This design comes from an exercise in tuning for a short achievable clock period and few clock cycles on the open sky130 flow, not from production work. Only simulation tests tie the RTL to the original design; equivalence was not proved. No activity file was given, so power comes from the tool's default toggle rates.

`flow/config.mk`:
```
export PLATFORM = sky130hd
export DESIGN_NAME = pipeline
export DESIGN_NICKNAME = pipeline
export VERILOG_FILES = /design/flow/design.v
export SDC_FILE = /design/flow/constraint.sdc
export NUM_CORES = 8
export LEC_CHECK = 0
export CAP_MARGIN = 20
export CORE_MARGIN = 2
export CORE_UTILIZATION = 60
export CTS_CLUSTER_DIAMETER = 200
export CTS_CLUSTER_SIZE = 50
export PLACE_DENSITY = 0.7
export SETUP_SLACK_MARGIN = 3.5
export SLEW_MARGIN = 20
```
`flow/constraint.sdc`:
```
create_clock -name core_clock -period 8.0 [get_ports {clock}]
set_input_delay 1.6000 -clock core_clock [delete_from_list [all_inputs] [get_ports {clock}]]
set_output_delay 1.6000 -clock core_clock [all_outputs]
set_load 0.01 [all_outputs]
```
`flow/design.v`:
```
`default_nettype none
package isa_pkg;
	typedef enum logic [5:0] {
		R_TYPE = 6'b000000,
		J      = 6'b000010,
		BEQ    = 6'b000100,
		BNE    = 6'b000101,
		ADDIU  = 6'b001001,
		ANDI   = 6'b001100,
		ORI    = 6'b001101,
		LUI    = 6'b001111,
		LW     = 6'b100011,
		SW     = 6'b101011,
		HALT   = 6'b111111
	} opcode_e;
	typedef enum logic [5:0] {
		SLL  = 6'b000000,
		ADDU = 6'b100001,
		SUBU = 6'b100011,
		AND  = 6'b100100,
		OR   = 6'b100101,
		XOR  = 6'b100110,
		SLT  = 6'b101010
	} funct_e;
	typedef enum logic [3:0] {
		ALU_ADD,
		ALU_SUB,
		ALU_AND,
		ALU_OR,
		ALU_XOR,
		ALU_SLT,
		ALU_SLL,
		ALU_LUI
	} alu_op_e;
	typedef struct packed {
		opcode_e                  opcode;
		logic [5-1:0]  rs;
		logic [5-1:0]  rt;
		logic [5-1:0]  rd;
		logic [5-1:0]  shamt;
		funct_e                   funct;
	} instr_t;
endpackage
`default_nettype wire
`default_nettype none
package pipe_pkg;
	typedef struct packed {
		logic [31:0]                 instruction;    
		logic [6-1:0]  pc_plus1;
	} if_id_t;
	typedef struct packed {
		logic                        valid;
		logic [3:0]                  alu_op;         
		logic                        alu_src_imm;    
		logic [5-1:0]     shamt;
		logic [5-1:0]     rs;
		logic [5-1:0]     rt;
		logic [5-1:0]     write_reg;
		logic [32-1:0]    data_ra;
		logic [32-1:0]    data_rb;
		logic [32-1:0]    imm_ext;
		logic                        mem_read;
		logic                        mem_write;
		logic                        reg_write;
		logic                        mem_to_reg;
		logic                        halt;
	} id_ex_t;
	typedef struct packed {
		logic                        valid;
		logic [32-1:0]    alu_result;     
		logic [32-1:0]    store_data;
		logic [5-1:0]     write_reg;
		logic                        mem_read;
		logic                        mem_write;
		logic                        reg_write;
		logic                        mem_to_reg;
		logic                        halt;
	} ex_mem_t;
	typedef struct packed {
		logic                        reg_write;
		logic [5-1:0]     write_reg;
		logic [32-1:0]    write_data;
	} wb_t;
	typedef struct packed {
		logic                        reg_write;      
		logic [5-1:0]     write_reg;
		logic [32-1:0]    data;
	} fwd_t;
endpackage
`default_nettype wire
`timescale 1ns/1ps
`default_nettype none
module pipeline (
	input  wire                         clock,
	input  wire                         i_arst_n,
	input  wire                         i_start,
	input  wire                         i_im_we,
	input  wire [6-1:0]   i_im_addr,
	input  wire [32-1:0]     i_im_data,
	input  wire [5-1:0]      i_reg_dbg_addr,
	input  wire [6-1:0]   i_dm_dbg_addr,
	output logic [32-1:0]    o_reg_dbg_data,
	output logic [32-1:0]    o_dm_dbg_data,
	output logic [6-1:0]  o_pc,
	output logic                        o_halt
);
	localparam [5:0] OP_R = 6'h00, OP_J = 6'h02, OP_BEQ = 6'h04, OP_BNE = 6'h05,
		OP_ADDIU = 6'h09, OP_ANDI = 6'h0c, OP_ORI = 6'h0d, OP_LUI = 6'h0f,
		OP_LW = 6'h23, OP_SW = 6'h2b, OP_HALT = 6'h3f;
	localparam int R_ADD = 0, R_SUB = 1, R_AND = 2, R_OR = 3, R_XOR = 4, R_SLT = 5,
		R_SLL = 6, R_B = 7, NR = 8;
	function automatic logic w_rtype_ok(input logic [31:0] w);
		case (w[5:0])
			6'h21, 6'h23, 6'h24, 6'h25, 6'h26, 6'h2a, 6'h00: w_rtype_ok = 1'b1;
			default: w_rtype_ok = 1'b0;
		endcase
	endfunction
	function automatic logic [4:0] wd_dst(input logic [31:0] w);
		case (w[31:26])
			OP_R: wd_dst = w_rtype_ok(w) ? w[15:11] : 5'd0;
			OP_ADDIU, OP_ANDI, OP_ORI, OP_LUI, OP_LW: wd_dst = w[20:16];
			default: wd_dst = 5'd0;
		endcase
	endfunction
	function automatic logic w_uses_rs(input logic [31:0] w);
		case (w[31:26])
			OP_R: w_uses_rs = w_rtype_ok(w) && (w[5:0] != 6'h00);
			OP_ADDIU, OP_ANDI, OP_ORI, OP_LW, OP_SW, OP_BEQ, OP_BNE: w_uses_rs = 1'b1;
			default: w_uses_rs = 1'b0;
		endcase
	endfunction
	function automatic logic w_uses_rt(input logic [31:0] w);
		case (w[31:26])
			OP_R: w_uses_rt = w_rtype_ok(w);
			OP_SW, OP_BEQ, OP_BNE: w_uses_rt = 1'b1;
			default: w_uses_rt = 1'b0;
		endcase
	endfunction
	function automatic logic pair_ok(input logic [31:0] a, input logic [31:0] b);
		logic [4:0] d;
		logic       ctl, raw, fuse, memc;
		d    = wd_dst(a);
		ctl  = (a[31:26] == OP_J) || (a[31:26] == OP_BEQ) || (a[31:26] == OP_BNE) ||
			(a[31:26] == OP_HALT);
		raw  = (d != 5'd0) && ((w_uses_rs(b) && b[25:21] == d) || (w_uses_rt(b) && b[20:16] == d));
		fuse = (a[31:26] == OP_ADDIU) && (d != 5'd0) &&
			((b[31:26] == OP_BEQ) || (b[31:26] == OP_BNE)) &&
			((b[25:21] == d && b[20:16] == 5'd0) || (b[20:16] == d && b[25:21] == 5'd0));
		memc = (a[31:26] == OP_SW) && ((b[31:26] == OP_SW) || (b[31:26] == OP_LW));
		pair_ok = !ctl && (b[31:26] != OP_HALT) && (!raw || fuse) && !memc;
	endfunction
	function automatic logic [31:0] ks_add(input logic [31:0] a, input logic [31:0] b,
		input logic cin);
		logic [31:0] t, g, gg, pp, gn, pn, c;
		t     = a | b;
		g     = a & b;
		gg    = g;
		pp    = t;
		gg[0] = g[0] | (t[0] & cin);
		for (int d = 1; d < 32; d = d * 2) begin
			gn = gg;
			pn = pp;
			for (int i = d; i < 32; i++) begin
				gn[i] = gg[i] | (pp[i] & gg[i-d]);
				pn[i] = pp[i] & pp[i-d];
			end
			gg = gn;
			pp = pn;
		end
		c      = {gg[30:0], cin};
		ks_add = (a ^ c) ^ b;
	endfunction
	function automatic logic sum_is(input logic [5:0] a, input logic [5:0] b,
		input logic [5:0] k);
		logic [5:0] cr;
		logic       ok;
		cr[0] = 1'b0;
		for (int i = 1; i < 6; i++)
			cr[i] = k[i-1] ? (a[i-1] & b[i-1]) : (a[i-1] | b[i-1]);
		ok = 1'b1;
		for (int i = 0; i < 6; i++)
			ok = ok & ~(((a[i] ^ cr[i]) ^ b[i]) ^ k[i]);
		sum_is = ok;
	endfunction
	logic run_q;       
	logic halt_q;      
	logic ex_halt;     
	logic start;
	assign start = i_start && !run_q;
	always_ff @(posedge clock or negedge i_arst_n) begin
		if (!i_arst_n) begin
			run_q  <= 1'b0;
			halt_q <= 1'b0;
		end else if (start) begin
			run_q  <= 1'b1;
			halt_q <= 1'b0;
		end else if (ex_halt) begin
			run_q  <= 1'b0;
			halt_q <= 1'b1;
		end
	end
	assign o_halt = halt_q;
	logic [31:0] im_w    [64];
	logic [5:0]  im_tgt  [64];    
	logic        im_j    [64];    
	logic        im_br   [64];    
	logic        im_h    [64];    
	logic [1:0]  im_bp   [64];    
	logic        im_pair [64];    
	logic        lq_we;
	logic [5:0]  lq_a;
	logic [31:0] lq_d;
	logic [5:0]  lq_op;
	logic        bp_we_q;
	logic [5:0]  bp_wa_q;
	logic [1:0]  bp_wd_q;
	always_ff @(posedge clock or negedge i_arst_n) begin
		if (!i_arst_n)
			lq_we <= 1'b0;
		else
			lq_we <= i_im_we && !run_q;
	end
	always_ff @(posedge clock) begin
		lq_a <= i_im_addr;
		lq_d <= i_im_data;
	end
	assign lq_op = lq_d[31:26];
	always_ff @(posedge clock) begin
		if (lq_we) begin
			im_w[lq_a]   <= lq_d;
			im_tgt[lq_a] <= (lq_op == OP_J) ? lq_d[5:0] : lq_a + 6'd1 + lq_d[5:0];
			im_j[lq_a]   <= (lq_op == OP_J);
			im_br[lq_a]  <= (lq_op == OP_BEQ) || (lq_op == OP_BNE);
			im_h[lq_a]   <= (lq_op == OP_HALT);
		end
	end
	always_ff @(posedge clock) begin
		for (int k = 0; k < 64; k++) begin
			if (lq_we && lq_a == 6'(k))
				im_pair[k] <= pair_ok(lq_d, im_w[(k + 1) % 64]);
			else if (lq_we && lq_a == 6'((k + 1) % 64))
				im_pair[k] <= pair_ok(im_w[k], lq_d);
		end
	end
	always_ff @(posedge clock) begin
		if (lq_we)
			im_bp[lq_a] <= (lq_op == OP_BNE) ? 2'd2 : 2'd1;
		else if (bp_we_q)
			im_bp[bp_wa_q] <= bp_wd_q;
	end
	logic        g_n2  [64];
	logic        g_pt  [64];
	logic [5:0]  g_npc [64];
	logic [5:0]  g_alt [64];
	logic [1:0]  g_bp  [64];
	always_comb begin
		for (int k = 0; k < 64; k++) begin
			logic [5:0] k1, k2, ft2;
			logic       a_nt;
			k1  = 6'(k + 1);
			k2  = 6'(k + 2);
			ft2 = im_j[(k + 2) % 64] ? im_tgt[(k + 2) % 64] : k2;
			a_nt = im_br[k] && !im_bp[k][1] && !im_br[(k + 1) % 64] && !im_h[(k + 1) % 64];
			g_n2[k]  = im_pair[k] || a_nt;
			g_bp[k]  = im_bp[k];
			if (im_pair[k]) begin
				g_pt[k]  = im_j[(k + 1) % 64] || (im_br[(k + 1) % 64] && im_bp[(k + 1) % 64][1]);
				g_npc[k] = g_pt[k] ? im_tgt[(k + 1) % 64] : ft2;
				g_alt[k] = g_pt[k] ? ft2 : im_tgt[(k + 1) % 64];
				g_bp[k]  = im_bp[(k + 1) % 64];
			end else if (a_nt) begin
				g_pt[k]  = 1'b0;
				g_npc[k] = im_j[(k + 1) % 64] ? im_tgt[(k + 1) % 64] : ft2;
				g_alt[k] = im_tgt[k];
			end else begin
				g_pt[k]  = im_j[k] || (im_br[k] && im_bp[k][1]);
				g_npc[k] = g_pt[k] ? im_tgt[k] : k1;
				g_alt[k] = g_pt[k] ? k1 : im_tgt[k];
			end
		end
	end
	logic [5:0]  pc_q;           
	logic [63:0] pc_oh;          
	logic [31:0] fa_w, fb_w;
	logic        f_n2;           
	logic        f_pt;           
	logic [5:0]  f_npc, f_alt;
	logic [1:0]  f_bp;
	logic [5:0]  pc_d;
	logic        f_stale;        
	logic        redirect;       
	logic [5:0]  redirect_pc;
	always_comb begin
		fa_w  = '0;
		fb_w  = '0;
		f_n2  = 1'b0;
		f_pt  = 1'b0;
		f_npc = '0;
		f_alt = '0;
		f_bp  = '0;
		for (int k = 0; k < 64; k++) begin
			fa_w  = fa_w  | ({32{pc_oh[k]}} & im_w[k]);
			fb_w  = fb_w  | ({32{pc_oh[k]}} & im_w[(k + 1) % 64]);
			f_n2  = f_n2  | (pc_oh[k] & g_n2[k]);
			f_pt  = f_pt  | (pc_oh[k] & g_pt[k]);
			f_npc = f_npc | ({6{pc_oh[k]}} & g_npc[k]);
			f_alt = f_alt | ({6{pc_oh[k]}} & g_alt[k]);
			f_bp  = f_bp  | ({2{pc_oh[k]}} & g_bp[k]);
		end
	end
	logic        fd_v;
	logic        fd_n2;
	logic [31:0] fd_wa, fd_wb;
	logic [5:0]  fd_pc;
	logic [5:0]  fd_alt;
	logic [1:0]  fd_bp;
	logic        fd_pt;
	assign f_stale = lq_we && lq_a <= 6'd2;
	always_comb begin
		if (!run_q)
			pc_d = (start && !f_stale) ? f_npc : 6'd0;
		else if (ex_halt)
			pc_d = 6'd0;
		else if (redirect)
			pc_d = ea_npc;
		else
			pc_d = f_npc;
	end
	always_ff @(posedge clock or negedge i_arst_n) begin
		if (!i_arst_n) begin
			pc_q  <= '0;
			pc_oh <= 64'd1;
			fd_v  <= 1'b0;
		end else begin
			pc_q  <= pc_d;
			pc_oh <= 64'd1 << pc_d;
			if (!run_q)
				fd_v <= !f_stale;
			else
				fd_v <= !ex_halt;
		end
	end
	logic [63:0] fd_alt_oh;
	logic [31:0] ag_wa, ag_wb;
	logic        ag_n2, ag_pt;
	logic [5:0]  ag_npc, ag_alt;
	logic [1:0]  ag_bp;
	logic [31:0] ea_wa, ea_wb;
	logic        ea_n2, ea_pt;
	logic [5:0]  ea_npc, ea_alt, ea_pc;
	logic [1:0]  ea_bp;
	always_comb begin
		ag_wa  = '0;
		ag_wb  = '0;
		ag_n2  = 1'b0;
		ag_pt  = 1'b0;
		ag_npc = '0;
		ag_alt = '0;
		ag_bp  = '0;
		for (int k = 0; k < 64; k++) begin
			ag_wa  = ag_wa  | ({32{fd_alt_oh[k]}} & im_w[k]);
			ag_wb  = ag_wb  | ({32{fd_alt_oh[k]}} & im_w[(k + 1) % 64]);
			ag_n2  = ag_n2  | (fd_alt_oh[k] & g_n2[k]);
			ag_pt  = ag_pt  | (fd_alt_oh[k] & g_pt[k]);
			ag_npc = ag_npc | ({6{fd_alt_oh[k]}} & g_npc[k]);
			ag_alt = ag_alt | ({6{fd_alt_oh[k]}} & g_alt[k]);
			ag_bp  = ag_bp  | ({2{fd_alt_oh[k]}} & g_bp[k]);
		end
	end
	always_ff @(posedge clock) begin
		ea_wa  <= ag_wa;
		ea_wb  <= ag_wb;
		ea_n2  <= ag_n2;
		ea_pt  <= ag_pt;
		ea_npc <= ag_npc;
		ea_alt <= ag_alt;
		ea_bp  <= ag_bp;
		ea_pc  <= fd_alt;
	end
	always_ff @(posedge clock) begin
		if (redirect) begin
			fd_n2     <= ea_n2;
			fd_wa     <= ea_wa;
			fd_wb     <= ea_wb;
			fd_pc     <= ea_pc;
			fd_alt    <= ea_alt;
			fd_alt_oh <= 64'd1 << ea_alt;
			fd_bp     <= ea_bp;
			fd_pt     <= ea_pt;
		end else begin
			fd_n2     <= f_n2;
			fd_wa     <= fa_w;
			fd_wb     <= fb_w;
			fd_pc     <= pc_q;
			fd_alt    <= f_alt;
			fd_alt_oh <= 64'd1 << f_alt;
			fd_bp     <= f_bp;
			fd_pt     <= f_pt;
		end
	end
	logic [31:0] regs [32];
	logic [4:0]  w_dst [2];      
	logic [31:0] w_res [2];
	logic [4:0]  e_dst [2];
	logic [31:0] d_w    [2];
	logic        d_v    [2];
	logic [4:0]  d_rs   [2];
	logic [4:0]  d_rt   [2];
	logic [31:0] d_ra   [2];
	logic [31:0] d_rb   [2];
	logic [4:0]  d_dst  [2];
	logic [NR-1:0] d_sel [2];
	logic        d_ld   [2];
	logic        d_immb [2];     
	logic [31:0] d_bimm [2];
	logic        d_sw   [2];
	logic        d_br   [2];
	logic        d_bne  [2];
	logic        d_halt [2];
	logic        d_fuse;         
	logic        d_go;           
	assign d_w[0] = fd_wa;
	assign d_w[1] = fd_wb;
	assign d_v[0] = 1'b1;
	assign d_v[1] = fd_n2;
	function automatic logic [31:0] rf_read(input logic [4:0] r,
		input logic [4:0] wd0, input logic [31:0] wr0,
		input logic [4:0] wd1, input logic [31:0] wr1,
		input logic [31:0] rv);
		if (wd1 != 5'd0 && wd1 == r)
			rf_read = wr1;
		else if (wd0 != 5'd0 && wd0 == r)
			rf_read = wr0;
		else if (r == 5'd0)
			rf_read = 32'd0;
		else
			rf_read = rv;
	endfunction
	always_comb begin
		for (int s = 0; s < 2; s++) begin
			d_rs[s]   = d_w[s][25:21];
			d_rt[s]   = d_w[s][20:16];
			d_ra[s]   = rf_read(d_rs[s], w_dst[0], w_res[0], w_dst[1], w_res[1], regs[d_rs[s]]);
			d_rb[s]   = rf_read(d_rt[s], w_dst[0], w_res[0], w_dst[1], w_res[1], regs[d_rt[s]]);
			d_dst[s]  = 5'd0;
			d_sel[s]  = '0;
			d_ld[s]   = 1'b0;
			d_immb[s] = 1'b1;
			d_bimm[s] = {{16{d_w[s][15]}}, d_w[s][15:0]};
			d_sw[s]   = 1'b0;
			d_br[s]   = 1'b0;
			d_bne[s]  = 1'b0;
			d_halt[s] = 1'b0;
			case (d_w[s][31:26])
				OP_R: begin
					d_immb[s] = 1'b0;
					d_dst[s]  = d_w[s][15:11];
					case (d_w[s][5:0])
						6'h21: d_sel[s][R_ADD] = 1'b1;
						6'h23: d_sel[s][R_SUB] = 1'b1;
						6'h24: d_sel[s][R_AND] = 1'b1;
						6'h25: d_sel[s][R_OR]  = 1'b1;
						6'h26: d_sel[s][R_XOR] = 1'b1;
						6'h2a: d_sel[s][R_SLT] = 1'b1;
						6'h00: d_sel[s][R_SLL] = 1'b1;
						default: d_dst[s] = 5'd0;
					endcase
				end
				OP_ADDIU: begin
					d_dst[s] = d_rt[s];
					d_sel[s][R_ADD] = 1'b1;
				end
				OP_ANDI: begin
					d_dst[s]  = d_rt[s];
					d_bimm[s] = {16'd0, d_w[s][15:0]};
					d_sel[s][R_AND] = 1'b1;
				end
				OP_ORI: begin
					d_dst[s]  = d_rt[s];
					d_bimm[s] = {16'd0, d_w[s][15:0]};
					d_sel[s][R_OR] = 1'b1;
				end
				OP_LUI: begin
					d_dst[s]  = d_rt[s];
					d_bimm[s] = {d_w[s][15:0], 16'd0};
					d_sel[s][R_B] = 1'b1;
				end
				OP_LW: begin
					d_dst[s] = d_rt[s];
					d_ld[s]  = 1'b1;
				end
				OP_SW: d_sw[s] = 1'b1;
				OP_BEQ: begin
					d_immb[s] = 1'b0;
					d_br[s]   = 1'b1;
				end
				OP_BNE: begin
					d_immb[s] = 1'b0;
					d_br[s]   = 1'b1;
					d_bne[s]  = 1'b1;
				end
				OP_HALT: d_halt[s] = 1'b1;
				default: ;
			endcase
		end
	end
	assign d_fuse = d_br[1] && (d_w[0][31:26] == OP_ADDIU) && d_dst[0] != 5'd0 &&
		((d_rs[1] == d_dst[0] && d_rt[1] == 5'd0) || (d_rt[1] == d_dst[0] && d_rs[1] == 5'd0));
	logic [NR-1:0] e_sel [2];
	logic        e_ld   [2];
	logic [5:0]  e_imm6 [2];
	logic [31:0] e_a    [2];
	logic [31:0] e_b    [2];
	logic [31:0] e_sd   [2];
	logic [2:0]  e_fa   [2];     
	logic [2:0]  e_fb   [2];
	logic [2:0]  e_fsd  [2];
	logic [3:0]  e_tt   [2];     
	logic [4:0]  e_sh   [2];
	logic        e_sw   [2];
	logic        e_br   [2];
	logic        e_bne  [2];
	logic        e_halt [2];
	logic        e_pt;
	logic [1:0]  e_bp;
	logic [5:0]  e_pc, e_alt;
	assign d_go = run_q && fd_v && !redirect && !ex_halt;
	function automatic logic [2:0] fwd_sel(input logic [4:0] r,
		input logic [4:0] ed0, input logic [4:0] ed1);
		fwd_sel[1] = (ed1 != 5'd0) && (ed1 == r);
		fwd_sel[0] = !fwd_sel[1] && (ed0 != 5'd0) && (ed0 == r);
		fwd_sel[2] = !fwd_sel[1] && !fwd_sel[0];
	endfunction
	always_ff @(posedge clock or negedge i_arst_n) begin
		if (!i_arst_n) begin
			for (int s = 0; s < 2; s++) begin
				e_dst[s]  <= '0;
				e_sw[s]   <= 1'b0;
				e_br[s]   <= 1'b0;
				e_halt[s] <= 1'b0;
			end
		end else begin
			for (int s = 0; s < 2; s++) begin
				e_dst[s]  <= (d_go && d_v[s]) ? d_dst[s] : 5'd0;
				e_sw[s]   <= d_go && d_v[s] && d_sw[s];
				e_br[s]   <= d_go && d_v[s] && d_br[s];
				e_halt[s] <= d_go && d_v[s] && d_halt[s];
			end
		end
	end
	always_ff @(posedge clock) begin
		for (int s = 0; s < 2; s++) begin
			e_sel[s]  <= d_sel[s];
			e_ld[s]   <= d_ld[s];
			e_imm6[s] <= d_bimm[s][5:0];
			e_a[s]    <= d_ra[s];
			e_b[s]    <= d_immb[s] ? d_bimm[s] : d_rb[s];
			e_sd[s]   <= d_rb[s];
			e_fa[s]   <= fwd_sel(d_rs[s], e_dst[0], e_dst[1]);
			e_fb[s]   <= d_immb[s] ? 3'b100 : fwd_sel(d_rt[s], e_dst[0], e_dst[1]);
			e_tt[s]   <= d_sel[s][R_AND] ? 4'b1000 : d_sel[s][R_OR] ? 4'b1110 :
				d_sel[s][R_XOR] ? 4'b0110 : d_sel[s][R_B] ? 4'b1010 : 4'b0000;
			e_fsd[s]  <= fwd_sel(d_rt[s], e_dst[0], e_dst[1]);
			e_sh[s]   <= d_w[s][10:6];
			e_bne[s]  <= d_bne[s];
		end
		if (d_fuse) begin
			e_a[1]  <= d_ra[0];
			e_fa[1] <= fwd_sel(d_rs[0], e_dst[0], e_dst[1]);
			e_b[1]  <= 32'd0 - d_bimm[0];
			e_fb[1] <= 3'b100;
		end
		e_pt  <= fd_pt;
		e_bp  <= fd_bp;
		e_pc  <= fd_pc;
		e_alt <= fd_alt;
	end
	logic [31:0] dmem [64];
	logic [31:0] dmv  [64];      
	logic        st_v;           
	logic [5:0]  st_a;
	logic [31:0] st_d;
	logic [31:0] x_a    [2];
	logic [31:0] x_b    [2];
	logic [31:0] x_sd   [2];
	logic [31:0] x_add  [2];
	logic [31:0] x_sub  [2];
	logic [31:0] x_sll  [2];
	logic [31:0] x_ld   [2];
	logic [31:0] x_alu  [2];
	logic [31:0] x_res  [2];
	logic [63:0] x_row  [2];
	logic        x_slt  [2];
	logic        x_eq   [2];
	logic [5:0]  x_addr [2];
	logic        x_taken[2];
	logic        x_misp [2];
	function automatic logic [31:0] fwd(input logic [2:0] f, input logic [31:0] v,
		input logic [31:0] r0, input logic [31:0] r1);
		fwd = ({32{f[2]}} & v) | ({32{f[1]}} & r1) | ({32{f[0]}} & r0);
	endfunction
	always_comb begin
		for (int k = 0; k < 64; k++)
			dmv[k] = (st_v && st_a == 6'(k)) ? st_d : dmem[k];
	end
	always_comb begin
		for (int s = 0; s < 2; s++) begin
			x_a[s]    = fwd(e_fa[s],  e_a[s],  w_res[0], w_res[1]);
			x_b[s]    = fwd(e_fb[s],  e_b[s],  w_res[0], w_res[1]);
			x_sd[s]   = fwd(e_fsd[s], e_sd[s], w_res[0], w_res[1]);
			x_add[s]  = ks_add(x_a[s], x_b[s], 1'b0);
			x_sub[s]  = ks_add(x_a[s], ~x_b[s], 1'b1);
			x_slt[s]  = (x_a[s][31] != x_b[s][31]) ? x_a[s][31] : x_sub[s][31];
			x_sll[s]  = x_b[s] << e_sh[s];
			x_addr[s] = x_a[s][5:0] + e_imm6[s];
			for (int k = 0; k < 64; k++)
				x_row[s][k] = e_ld[s] && (
					(e_fa[s][2]       && sum_is(e_a[s][5:0],    e_imm6[s], 6'(k))) ||
					(e_fa[s][1]       && sum_is(w_res[1][5:0],  e_imm6[s], 6'(k))) ||
					(e_fa[s][0]       && sum_is(w_res[0][5:0],  e_imm6[s], 6'(k))));
			x_ld[s] = '0;
			for (int k = 0; k < 64; k++)
				x_ld[s] = x_ld[s] | ({32{x_row[s][k]}} & dmv[k]);
			for (int i = 0; i < 32; i++)
				x_alu[s][i] = x_b[s][i] ? (x_a[s][i] ? e_tt[s][3] : e_tt[s][1]) :
					(x_a[s][i] ? e_tt[s][2] : e_tt[s][0]);
			if (e_sel[s][R_ADD]) x_alu[s] = x_alu[s] | x_add[s];
			if (e_sel[s][R_SUB]) x_alu[s] = x_alu[s] | x_sub[s];
			if (e_sel[s][R_SLT]) x_alu[s] = x_alu[s] | {31'd0, x_slt[s]};
			if (e_sel[s][R_SLL]) x_alu[s] = x_alu[s] | x_sll[s];
			x_res[s] = x_alu[s] | x_ld[s];
			x_eq[s] = (e_fa[s][2] && e_fb[s][2] && e_a[s] == e_b[s]) ||
				(e_fa[s][2] && e_fb[s][0] && e_a[s] == w_res[0]) ||
				(e_fa[s][2] && e_fb[s][1] && e_a[s] == w_res[1]) ||
				(e_fa[s][0] && e_fb[s][2] && w_res[0] == e_b[s]) ||
				(e_fa[s][1] && e_fb[s][2] && w_res[1] == e_b[s]) ||
				(((e_fa[s][0] && e_fb[s][1]) || (e_fa[s][1] && e_fb[s][0])) &&
					w_res[0] == w_res[1]) ||
				(e_fa[s][0] && e_fb[s][0]) || (e_fa[s][1] && e_fb[s][1]);
			x_taken[s] = x_eq[s] ^ e_bne[s];
			x_misp[s]  = e_br[s] && (x_taken[s] != e_pt);
		end
	end
	assign redirect    = x_misp[0] || x_misp[1];
	assign redirect_pc = e_alt;
	assign ex_halt     = e_halt[0] || e_halt[1];
	logic x_bt;
	assign x_bt = e_br[1] ? x_taken[1] : x_taken[0];
	always_ff @(posedge clock or negedge i_arst_n) begin
		if (!i_arst_n)
			bp_we_q <= 1'b0;
		else
			bp_we_q <= e_br[0] || e_br[1];
	end
	always_ff @(posedge clock) begin
		bp_wa_q <= e_pc + {5'd0, e_br[1]};
		bp_wd_q <= x_bt ? ((e_bp == 2'd3) ? 2'd3 : e_bp + 2'd1) :
			((e_bp == 2'd0) ? 2'd0 : e_bp - 2'd1);
	end
	always_ff @(posedge clock or negedge i_arst_n) begin
		if (!i_arst_n)
			st_v <= 1'b0;
		else
			st_v <= e_sw[0] || (e_sw[1] && !x_misp[0]);
	end
	always_ff @(posedge clock) begin
		st_a <= e_sw[0] ? x_addr[0] : x_addr[1];
		st_d <= e_sw[0] ? x_sd[0] : x_sd[1];
		if (st_v)
			dmem[st_a] <= st_d;
		o_dm_dbg_data <= dmem[i_dm_dbg_addr];
	end
	always_ff @(posedge clock or negedge i_arst_n) begin
		if (!i_arst_n) begin
			w_dst[0] <= '0;
			w_dst[1] <= '0;
		end else begin
			w_dst[0] <= e_dst[0];
			w_dst[1] <= x_misp[0] ? 5'd0 : e_dst[1];
		end
	end
	always_ff @(posedge clock) begin
		w_res[0] <= x_res[0];
		w_res[1] <= x_res[1];
	end
	logic [5:0] opc_q;
	always_ff @(posedge clock or negedge i_arst_n) begin
		if (!i_arst_n)
			opc_q <= '0;
		else if (ex_halt)
			opc_q <= e_pc + (e_halt[1] ? 6'd2 : 6'd1);
	end
	assign o_pc = opc_q;
	always_ff @(posedge clock or negedge i_arst_n) begin
		if (!i_arst_n) begin
			for (int i = 0; i < 32; i++)
				regs[i] <= '0;
		end else begin
			for (int i = 1; i < 32; i++) begin
				if (w_dst[1] == 5'(i))
					regs[i] <= w_res[1];
				else if (w_dst[0] == 5'(i))
					regs[i] <= w_res[0];
			end
		end
	end
	always_ff @(posedge clock)
		o_reg_dbg_data <= (i_reg_dbg_addr == 5'd0) ? 32'd0 : regs[i_reg_dbg_addr];
endmodule
`default_nettype wire
```
`flow/run.sh`:
```
#!/bin/bash
# synth_recipe.tcl (not shown) runs the flow's synth.tcl, then flattens the netlist and writes it again
# the make line also repeats each setting of config.mk as NAME=value (left out here)
make -C /OpenROAD-flow-scripts/flow DESIGN_CONFIG=/design/flow/config.mk WORK_HOME=/design/flow/orfs CLKGATE_MAP_FILE= SYNTH_SCRIPT=/design/flow/synth_recipe.tcl finish
```
==> results.yml <==
place:
  dp_hpwl_um: 2560000
  dp_cells: 53800
  place_ws_ps: 1730
  io_buffers: 123
  place_congestion: 1.61
synth:
  synth_async_sr_flop_share_pct: 16.5
  syn_area_mm2: 0.450
  ys_types: 102
  synth_seq_cells: 6665
  synth_flop_cell: "edfxtp_1"
  synth_fp_nets: 46500
  yosysTopAreaCell: "edfxtp_1"
  synth_enable_flop_cells: 4864
  synth_area_leaders: "edfxtp_1 32%, mux2i_1 7.2%, dfrtp_1 6.1%"
  ys_seq_area_share_pct: 41.7
  avgSynthCellArea_um2: 9.71
  synth_warnings: 57
  synth.top_cell.area_share_pct: 32.4
  syn-instance-count: 46400
global_routing:
  grt_pass1_wl_um: 5630000
  overflow: 51100
  grt_pass1_vias: 580000
  track_usage_pct: 105
  grt_max_degree: 176
floorplan:
  row_count: 318
  dieHeight_um: 870
  die_x_um: 870
  ioPinCount: 124
  start_util_pct: 60.1
clock_tree:
  htree_levels: 4
  cts_buffer_depth: 4
  postCtsHoldBufs: 0
  clk_root_buffer_cell: "clkbuf_16"
  cts_sinks: 6665
  cts_buffers: 160
status:
  lastStage: "global routing"
  error_line: "[ERROR GRT-0116] Global routing finished with congestion. Check the congestion regions in the DRC Viewer."
  status: "did not finish"
cell usage after synthesis (221+ instances only):
cell      number
clkbuf_1    4149
buf_1        899
nor4_1       735
dfrtp_1     1099
a31oi_1      343
xnor2_1      953
nor3_1      1136
nand4_1     1261
inv_1        399
mux2i_1     3232
a22o_1      2284
nor2_1      3145
o22ai_1     2151
xor2_1      1001
nand3_1     1173
edfxtp_1    4864
o21ai_0     2187
a222oi_1     331
nand2_1     2696
mux4_2       677
a221oi_1    2265
nor2b_1      279
o211ai_1     221
dfxtp_1      701
a21oi_1     1947
a22oi_1     3294
power groups by stage:
| stage | registers [mW] | clock network [mW] | logic, mW |
|---|---|---|---|
| after floorplan | 41.8 | 0 | 26.2 |
| after global placement | 45.8 | 0 | 45.4 |
| after detailed placement | 45.8 | 0 | 46.0 |
| after CTS | 44.9 | 14.8 | 48.1 |
how the worst min path moves through the flow:
stage                           end  slack, ps  cells after the start
floorplan           e_bp[0]$_DFF_P_        310                      0
global placement    e_pc[5]$_DFF_P_        310                      0
detailed placement  e_bp[1]$_DFF_P_        310                      0
CTS                 e_bp[1]$_DFF_P_        350                      0
metal layers:
metal	GRT usage (%)	GRT overflow
met3	101	7294
met5	93.5	977
met4	107	10400
met1	102	8852
met2	113	23600
logic make-up after synthesis:
logic type,after synthesis,share of synthesized area [%]
AOI/OAI and AO/OA,16300,25.8
and+or+nand+nor,11700,12.5
DFF,6665,41.7
buffers and inverters,5519,4.62
muxes,4128,11.1
xor gates and xnor gates,1956,3.81
adders and majority gates,183,0.447
through the flow:
stage | instance area [um^2] | hold WS [ps] | utilization, %
4_1_cts | 488000 | 345 | 65.2
2_1_floorplan | 451000 | 310 | -
3_3_place_gp | 472000 | 312 | 63.0
3_5_place_dp | 473000 | 312 | 63.2
repair_timing:
item                       CTS
setup endpoints to repair  583
cloned                      18
buffers inserted           634
pin swaps                  238
gates resized for setup    752
Testbench counts, summed over its fixed seeds: cycles 28,808.
